Context: an optimization exercise on an open-source flow, tuned for small area and a short achievable clock period. The choices shown serve that exercise and are no tape-out recipe. At most, simulation tests tie the RTL to the original design; equivalence was not proved. Power is estimated from default activity; no workload was simulated.

// sb_top
module sb_top (
    input  logic             clk,
    input  logic             rst,
    input  sb_pkg::inst_t    inst,
    input  logic             inst_valid,
    input  sb_pkg::fu_vec_t  fu_done,
    output logic             issue_ready,
    output sb_pkg::fu_vec_t  fu_en,
    output sb_pkg::fu_op_t   op_ctrl,
    output sb_pkg::reg_idx_t rs1_ctrl,
    output sb_pkg::reg_idx_t rs2_ctrl,
    output sb_pkg::fu_id_t   write_sel,
    output logic             reg_write,
    output sb_pkg::reg_idx_t rd_ctrl
);
export LEC_CHECK = 0
export CAP_MARGIN = 20
export CORE_MARGIN = 2
export CORE_UTILIZATION = 40
export SLEW_MARGIN = 20
create_clock -name core_clock -period 6.0 [get_ports {clk}]
run.sh (not shown) runs the stock make flow with config.mk's settings and CLKGATE_MAP_FILE= SYNTH_SCRIPT=/design/flow/synth_recipe.tcl, a recipe that flattens the netlist after the stock synthesis.
Next try:
==> flow/flow/run.sh (new file) <==
#!/bin/bash
# Standard layout, with plain buffers (not delay cells) on the ports.
set -euo pipefail
bash standard.sh BUFFER_PORTS_ARGS="-buffer_cell sky130_fd_sc_hd__buf_2" > standard.log 2>&1
==> flow/standard.sh (new file) <==
#!/bin/bash
# synth_recipe.tcl (not shown) runs the flow's synth.tcl, then flattens the netlist and writes it again
# the make line also repeats each setting of config.mk as NAME=value (left out here)
make -C /OpenROAD-flow-scripts/flow DESIGN_CONFIG=/design/flow/config.mk WORK_HOME=/design/flow/orfs CLKGATE_MAP_FILE= SYNTH_SCRIPT=/design/flow/synth_recipe.tcl "${@:-finish}"
--- a/flow/config.mk
+++ b/flow/config.mk
@@ -10,2 +10,4 @@
 export CORE_UTILIZATION = 40
+export CTS_BUF_LIST = sky130_fd_sc_hd__clkbuf_4 sky130_fd_sc_hd__clkbuf_8
+export SETUP_SLACK_MARGIN = 2.5
 export SLEW_MARGIN = 20
removed: flow/run.sh
The changed run completed with no timing, DRC or antenna violations.
Register-to-register slack improved by 0.02 ns.
Sequential power stays flat.
Routed wire length increases by 2.8%.
Via count increases by about 3%.
Clock-buffer cell count does not change.
Next try:
--- a/flow/config.mk
+++ b/flow/config.mk
@@ -10,3 +10,2 @@
 export CORE_UTILIZATION = 40
-export CTS_BUF_LIST = sky130_fd_sc_hd__clkbuf_4 sky130_fd_sc_hd__clkbuf_8
 export SETUP_SLACK_MARGIN = 2.5
What happened:
- The new run completed without violations
- wire length shrinks by about 1.1%
- hold slack loses 0.010 ns
- power climbs by 11%
Next try:
==> flow/run.sh (new file) <==
#!/bin/bash
# synth_recipe.tcl (not shown) runs the flow's synth.tcl, then flattens the netlist and writes it again
# the make line also repeats each setting of config.mk as NAME=value (left out here)
make -C /OpenROAD-flow-scripts/flow DESIGN_CONFIG=/design/flow/config.mk WORK_HOME=/design/flow/orfs CLKGATE_MAP_FILE= SYNTH_SCRIPT=/design/flow/synth_recipe.tcl finish
removed: flow/flow/run.sh
removed: flow/standard.sh
Result: The changed run ran to the end with no violations. Final area grows by a little under a tenth. Via count grows by a few percent. Non-clock buffer count grows by 23. Hold slack improved by 0.010 ns. Count of clock-buffer cells in the layout is unchanged. Clock power grows slightly. Sequential power hardly moves. Worst setup slack got worse by 0.074 ns. Power grows slightly.
Next try:
==> flow/flow/run.sh (new file) <==
#!/bin/bash
# Standard layout, with plain buffers (not delay cells) on the ports.
set -euo pipefail
bash standard.sh BUFFER_PORTS_ARGS="-buffer_cell sky130_fd_sc_hd__buf_2" > standard.log 2>&1
==> flow/standard.sh (new file) <==
#!/bin/bash
# synth_recipe.tcl (not shown) runs the flow's synth.tcl, then flattens the netlist and writes it again
# the make line also repeats each setting of config.mk as NAME=value (left out here)
make -C /OpenROAD-flow-scripts/flow DESIGN_CONFIG=/design/flow/config.mk WORK_HOME=/design/flow/orfs CLKGATE_MAP_FILE= SYNTH_SCRIPT=/design/flow/synth_recipe.tcl "${@:-finish}"
--- a/flow/config.mk
+++ b/flow/config.mk
@@ -10,3 +10,3 @@
 export CORE_UTILIZATION = 40
-export SETUP_SLACK_MARGIN = 2.5
+export SETUP_SLACK_MARGIN = 3.5
 export SLEW_MARGIN = 20
removed: flow/run.sh
Result: Via count rose slightly. Routed wire length rose slightly. Die area stays the same. Combinational power is about the same. Synthesized cell count does not change. Worst hold slack hardly moves. Power barely changes. Worst setup slack gains 0.12 ns. Final cell count rose by a few percent. Final area rose by a few percent. Clock power fell slightly.

* * *

wip/amber:
sb_top, a different RTL version from the one above (not shown whole).
For scale: ~620 cells after synthesis, roughly 100 flip-flops, roughly 68 I/O pins, roughly 0.0056 sq mm of cells after synthesis.
Design sb_top, start of the top module:
module sb_top (
    input  logic             clk,
    input  logic             rst,
    input  sb_pkg::inst_t    inst,
    input  logic             inst_valid,
    input  sb_pkg::fu_vec_t  fu_done,
    output logic             issue_ready,
    output sb_pkg::fu_vec_t  fu_en,
    output sb_pkg::fu_op_t   op_ctrl,
    output sb_pkg::reg_idx_t rs1_ctrl,
    output sb_pkg::reg_idx_t rs2_ctrl,
    output sb_pkg::fu_id_t   write_sel,
    output logic             reg_write,
    output sb_pkg::reg_idx_t rd_ctrl
);
    localparam int N = sb_pkg::NUM_FU;
    logic [6:0] opc;
    logic [2:0] f3;
    logic [6:0] f7;
    logic [4:0] rd, rs1, rs2;
    logic       is_op, is_imm, is_ld, is_st;
    logic       f7_base, f7_alt, f7_md, alt_en;
    logic [3:0] alu_lo;
    logic [N-1:0] sel;
    logic       has_rd, use_rs2;
    logic       rd_nz, rs1_nz, rs2_nz;
    assign opc = inst[6:0];
    assign f3  = inst[14:12];
    assign f7  = inst[31:25];
    assign rd  = inst[11:7];
    assign rs1 = inst[19:15];
    assign rs2 = inst[24:20];
    assign is_op   = opc == sb_pkg::OPC_OP;
    assign is_imm  = opc == sb_pkg::OPC_OP_IMM;
  ...
==> flow/config.mk <==
export PLATFORM = sky130hd
export DESIGN_NAME = sb_top
export DESIGN_NICKNAME = sb_top
export VERILOG_FILES = /design/flow/design.v
export SDC_FILE = /design/flow/constraint.sdc
export NUM_CORES = 4
export LEC_CHECK = 0
export CAP_MARGIN = 20
export CORE_MARGIN = 2
export CORE_UTILIZATION = 60
export CTS_BUF_LIST = sky130_fd_sc_hd__clkbuf_8 sky130_fd_sc_hd__clkbuf_16
export CTS_CLUSTER_SIZE = 10
export SETUP_SLACK_MARGIN = 2.5
export SLEW_MARGIN = 20
export SYNTH_HIERARCHICAL = 1
export SYNTH_MINIMUM_KEEP_SIZE = 0
==> flow/constraint.sdc <==
create_clock -name core_clock -period 6.0 [get_ports {clk}]
set_input_delay 1.2000 -clock core_clock [delete_from_list [all_inputs] [get_ports {clk}]]
set_output_delay 1.2000 -clock core_clock [all_outputs]
set_load 0.01 [all_outputs]
standard.sh (not shown) runs the stock make flow with config.mk's settings and CLKGATE_MAP_FILE= SYNTH_SCRIPT=/design/flow/synth_recipe.tcl, a recipe that flattens the netlist after the stock synthesis.
==> flow/flow/run.sh <==
#!/bin/bash
# Own flow: the standard layout with three changes.
#  1. Ports get plain buf_2 buffers (not the delay cells buffer_ports picks).
#  2. Slow many-input cells are added to the platform's don't-use list.
#  3. Synthesis maps the top module with a area-oriented ABC script, amap (its paths
#     have slack to spare) and every other module, which holds the paths to the
#     outputs, with ORFS's speed script. Registers are untouched: dfflibmap runs
#     before ABC, so names and cell types are those of the standard synthesis.
set -euo pipefail
here=$(pwd)
rm -rf "$here/scripts"
cp -r "$FLOW_HOME/scripts" "$here/scripts"
cp "$here/flow/abc_relax.script" "$here/scripts/abc_relax.script"
python3 - "$here/scripts/synth.tcl" <<'PY'
import sys
p = sys.argv[1]
s = open(p).read()
old = "  log_cmd abc {*}$abc_args\n"
new = """  set relax_args [lreplace $abc_args 1 1 $::env(SCRIPTS_DIR)/abc_relax.script]
  foreach m [split [string trim [tee -q -s result.string select -list-mod *]] "\\n"] {
    if { $m eq $::env(DESIGN_NAME) } {
      log_cmd abc {*}$relax_args $m
    } else {
      log_cmd abc {*}$abc_args $m
    }
  }
"""
assert s.count(old) == 1
open(p, "w").write(s.replace(old, new))
PY
DU="sky130_fd_sc_hd__lpflow_bleeder_1 sky130_fd_sc_hd__lpflow_clkbufkapwr_1 sky130_fd_sc_hd__lpflow_clkbufkapwr_16 sky130_fd_sc_hd__lpflow_clkbufkapwr_2 sky130_fd_sc_hd__lpflow_clkbufkapwr_4 sky130_fd_sc_hd__lpflow_clkbufkapwr_8 sky130_fd_sc_hd__lpflow_clkinvkapwr_1 sky130_fd_sc_hd__lpflow_clkinvkapwr_16 sky130_fd_sc_hd__lpflow_clkinvkapwr_2 sky130_fd_sc_hd__lpflow_clkinvkapwr_4 sky130_fd_sc_hd__lpflow_clkinvkapwr_8 sky130_fd_sc_hd__lpflow_decapkapwr_12 sky130_fd_sc_hd__lpflow_decapkapwr_3 sky130_fd_sc_hd__lpflow_decapkapwr_4 sky130_fd_sc_hd__lpflow_decapkapwr_6 sky130_fd_sc_hd__lpflow_decapkapwr_8 sky130_fd_sc_hd__lpflow_inputiso0n_1 sky130_fd_sc_hd__lpflow_inputiso0p_1 sky130_fd_sc_hd__lpflow_inputiso1n_1 sky130_fd_sc_hd__lpflow_inputiso1p_1 sky130_fd_sc_hd__lpflow_inputisolatch_1 sky130_fd_sc_hd__lpflow_isobufsrc_1 sky130_fd_sc_hd__lpflow_isobufsrc_16 sky130_fd_sc_hd__lpflow_isobufsrc_2 sky130_fd_sc_hd__lpflow_isobufsrc_4 sky130_fd_sc_hd__lpflow_isobufsrc_8 sky130_fd_sc_hd__lpflow_isobufsrckapwr_16 sky130_fd_sc_hd__lpflow_lsbuf_lh_hl_isowell_tap_1 sky130_fd_sc_hd__lpflow_lsbuf_lh_hl_isowell_tap_2 sky130_fd_sc_hd__lpflow_lsbuf_lh_hl_isowell_tap_4 sky130_fd_sc_hd__lpflow_lsbuf_lh_isowell_4 sky130_fd_sc_hd__lpflow_lsbuf_lh_isowell_tap_1 sky130_fd_sc_hd__lpflow_lsbuf_lh_isowell_tap_2 sky130_fd_sc_hd__lpflow_lsbuf_lh_isowell_tap_4 sky130_fd_sc_hd__probe_p_8 sky130_fd_sc_hd__probec_p_8  sky130_fd_sc_hd__a2111o_1 sky130_fd_sc_hd__a2111o_2 sky130_fd_sc_hd__a2111o_4 sky130_fd_sc_hd__a2111oi_0 sky130_fd_sc_hd__a2111oi_1 sky130_fd_sc_hd__a2111oi_2 sky130_fd_sc_hd__a2111oi_4 sky130_fd_sc_hd__a221o_1 sky130_fd_sc_hd__a221o_2 sky130_fd_sc_hd__a221o_4 sky130_fd_sc_hd__a2bb2o_1 sky130_fd_sc_hd__a2bb2o_2 sky130_fd_sc_hd__a2bb2o_4 sky130_fd_sc_hd__a311o_1 sky130_fd_sc_hd__a311o_2 sky130_fd_sc_hd__a311o_4 sky130_fd_sc_hd__a311oi_1 sky130_fd_sc_hd__a311oi_2 sky130_fd_sc_hd__a311oi_4 sky130_fd_sc_hd__a32o_1 sky130_fd_sc_hd__a32o_2 sky130_fd_sc_hd__a32o_4 sky130_fd_sc_hd__a32oi_1 sky130_fd_sc_hd__a32oi_2 sky130_fd_sc_hd__a32oi_4 sky130_fd_sc_hd__a41o_1 sky130_fd_sc_hd__a41o_2 sky130_fd_sc_hd__a41o_4 sky130_fd_sc_hd__a41oi_1 sky130_fd_sc_hd__a41oi_2 sky130_fd_sc_hd__a41oi_4 sky130_fd_sc_hd__and4_1 sky130_fd_sc_hd__and4_2 sky130_fd_sc_hd__and4_4 sky130_fd_sc_hd__and4b_1 sky130_fd_sc_hd__and4b_2 sky130_fd_sc_hd__and4b_4 sky130_fd_sc_hd__and4bb_1 sky130_fd_sc_hd__and4bb_2 sky130_fd_sc_hd__and4bb_4 sky130_fd_sc_hd__nor4_1 sky130_fd_sc_hd__nor4_2 sky130_fd_sc_hd__nor4_4 sky130_fd_sc_hd__nor4b_1 sky130_fd_sc_hd__nor4b_2 sky130_fd_sc_hd__nor4b_4 sky130_fd_sc_hd__nor4bb_1 sky130_fd_sc_hd__nor4bb_2 sky130_fd_sc_hd__nor4bb_4 sky130_fd_sc_hd__o2111a_1 sky130_fd_sc_hd__o2111a_2 sky130_fd_sc_hd__o2111a_4 sky130_fd_sc_hd__o2111ai_1 sky130_fd_sc_hd__o2111ai_2 sky130_fd_sc_hd__o2111ai_4 sky130_fd_sc_hd__o221a_1 sky130_fd_sc_hd__o221a_2 sky130_fd_sc_hd__o221a_4 sky130_fd_sc_hd__o2bb2a_1 sky130_fd_sc_hd__o2bb2a_2 sky130_fd_sc_hd__o2bb2a_4 sky130_fd_sc_hd__o311a_1 sky130_fd_sc_hd__o311a_2 sky130_fd_sc_hd__o311a_4 sky130_fd_sc_hd__o311ai_0 sky130_fd_sc_hd__o311ai_1 sky130_fd_sc_hd__o311ai_2 sky130_fd_sc_hd__o311ai_4 sky130_fd_sc_hd__o32a_1 sky130_fd_sc_hd__o32a_2 sky130_fd_sc_hd__o32a_4 sky130_fd_sc_hd__o32ai_1 sky130_fd_sc_hd__o32ai_2 sky130_fd_sc_hd__o32ai_4 sky130_fd_sc_hd__o41a_1 sky130_fd_sc_hd__o41a_2 sky130_fd_sc_hd__o41a_4 sky130_fd_sc_hd__o41ai_1 sky130_fd_sc_hd__o41ai_2 sky130_fd_sc_hd__o41ai_4 sky130_fd_sc_hd__or3_1 sky130_fd_sc_hd__or3_2 sky130_fd_sc_hd__or3_4 sky130_fd_sc_hd__or3b_1 sky130_fd_sc_hd__or3b_2 sky130_fd_sc_hd__or3b_4 sky130_fd_sc_hd__or4_1 sky130_fd_sc_hd__or4_2 sky130_fd_sc_hd__or4_4 sky130_fd_sc_hd__or4b_1 sky130_fd_sc_hd__or4b_2 sky130_fd_sc_hd__or4b_4 sky130_fd_sc_hd__or4bb_1 sky130_fd_sc_hd__or4bb_2 sky130_fd_sc_hd__or4bb_4 "
bash standard.sh SCRIPTS_DIR="$here/scripts" BUFFER_PORTS_ARGS="-buffer_cell sky130_fd_sc_hd__buf_2" DONT_USE_CELLS="$DU" > standard.log 2>&1
==> flow/flow/abc_relax.script <==
strash
dch
amap
topo
stime -c
buffer -c
dnsize -c
Changes in wip/willow relative to wip/amber:
Settings: CTS_BUF_LIST changed from sky130_fd_sc_hd__clkbuf_8 sky130_fd_sc_hd__clkbuf_16 to sky130_fd_sc_hd__clkbuf_8; CTS_CLUSTER_SIZE changed from 10 to 30.
### Flow results
Via count of the first global-routing pass of wip/amber is on par with wip/willow.
Compared with wip/amber, in wip/willow post-placement worst setup slack held; layout inverter count without the clock tree held; setup slack held; non-clock buffer count held; reported max-cap violation count held.
Re total power consumption of the routed design: no difference whatsoever between wip/willow and wip/amber.
On sequential group share of total power, wip/willow tracks wip/amber almost exactly.
--- input diff wip/willow..wip/juniper ---
Settings: a change of CTS_BUF_LIST from sky130_fd_sc_hd__clkbuf_8 to sky130_fd_sc_hd__clkbuf_16; a deleted CTS_CLUSTER_SIZE that had been 30.
[summary]
Largest driver fanout on the critical path in wip/juniper is 15 below wip/willow. Against wip/willow, wire length of the first global-routing pass in wip/juniper rose slightly. wip/juniper was carried through to the last stage, and its layout satisfied the timing, design-rule and antenna checks. Against wip/willow, routed wire length in wip/juniper came out worse. [compare] base=wip/willow new=wip/juniper: total power grew by about 11%, maximum clock rate held steady. The area of all placed cells without fillers of wip/juniper exceeds that of wip/willow by about 1.4%. Between wip/juniper and wip/willow, it is wip/juniper whose clock latency reported for the late side of the worst-skew pair is lower, by 0.02 ns. Relative to wip/willow, the proportion of total power due to net switching of wip/juniper is lower by 1.5 points. Largest clock skew in the final design: higher on wip/willow.

* * *

sb_top, a different RTL version from the one above (not shown whole).
Size: about 890 cells after synthesis, ~110 flip-flops, roughly 68 I/O pins.
Settings: LEC_CHECK=0, ABC_AREA=1, CAP_MARGIN=20, CORE_MARGIN=2, CORE_UTILIZATION=40, SETUP_SLACK_MARGIN=2.5, SLEW_MARGIN=20, SYNTH_HIERARCHICAL=1, SYNTH_MINIMUM_KEEP_SIZE=0; clock period 6.0 ns.
==> flow/flow/run.sh <==
#!/bin/bash
# Standard layout, with plain buffers (not delay cells) on the ports.
set -euo pipefail
bash standard.sh BUFFER_PORTS_ARGS="-buffer_cell sky130_fd_sc_hd__buf_2" > standard.log 2>&1
Rerun with:
Settings changed: ABC_AREA 1 to not set, CORE_UTILIZATION 40 to 60, CTS_BUF_LIST set to sky130_fd_sc_hd__clkbuf_8, CTS_CLUSTER_SIZE set to 30.
Effect:
- worst hold slack is worse by 13 ps
- count of clock-buffer cells in the layout decreases by 3
- critical path depth falls by 4
- global-route usage came out higher by 6.7 points
- setup slack got worse by 390 ps
- design area shrinks by roughly a tenth
No run of this note included a check of the RTL's function; only the layout flow was run.

static timing again, ports no longer ideal:
The results above use ideal ports. As a check the final layouts listed here were re-extracted and re-timed, cells and wires unchanged. Step 1 assumes that a clkbuf_16 drives the clock port and a buf_2 every other input. Step 2 times the ports against the registers' clock, not the clock port: input delays grow and output delays shrink by t, the midpoint of the rising clock arrivals with the driver on. Slacks: no drivers / after step 1 / after step 2; pairs: no drivers / after step 1.
run | t, ns | setup WS [ns] | hold WS [ns] | worst data-port slew with drivers (ns)
the first run of note 1 | 0.392 | 0.761 / 0.738 / 0.738 | 0.480 / 0.480 / 0.480 | 0.04
the second run of note 1 | 0.431 | 2.159 / 2.077 / 2.077 | 0.485 / 0.485 / 0.485 | 0.14
the third run of note 1 | 0.404 | 2.180 / 2.091 / 2.091 | 0.475 / 0.475 / 0.475 | 0.13
the fourth run of note 1 | 0.399 | 2.105 / 2.073 / 2.073 | 0.485 / 0.485 / 0.485 | 0.06
the fifth run of note 1 | 0.398 | 2.223 / 2.122 / 1.865 | 0.486 / 0.486 / 0.486 | 0.19
wip/amber | 0.402 | 2.465 / 2.419 / 2.419 | 0.494 / 0.494 / 0.494 | 0.06
wip/willow | 0.402 | 2.465 / 2.419 / 2.419 | 0.494 / 0.494 / 0.494 | 0.06
wip/juniper | 0.382 | 2.466 / 2.418 / 2.418 | 0.484 / 0.484 / 0.484 | 0.06
the first run of note 3 | 0.398 | 2.524 / 2.408 / 2.408 | 0.446 / 0.446 / 0.446 | 0.17
the second run of note 3 | 0.416 | 2.136 / 2.118 / 2.118 | 0.432 / 0.432 / 0.432 | 0.03
After both steps every run listed still meets setup and hold. For the fifth run of note 1, which loses most, drivers alone change the setup slack by -0.101 ns; drivers and shift together by -0.358 ns.
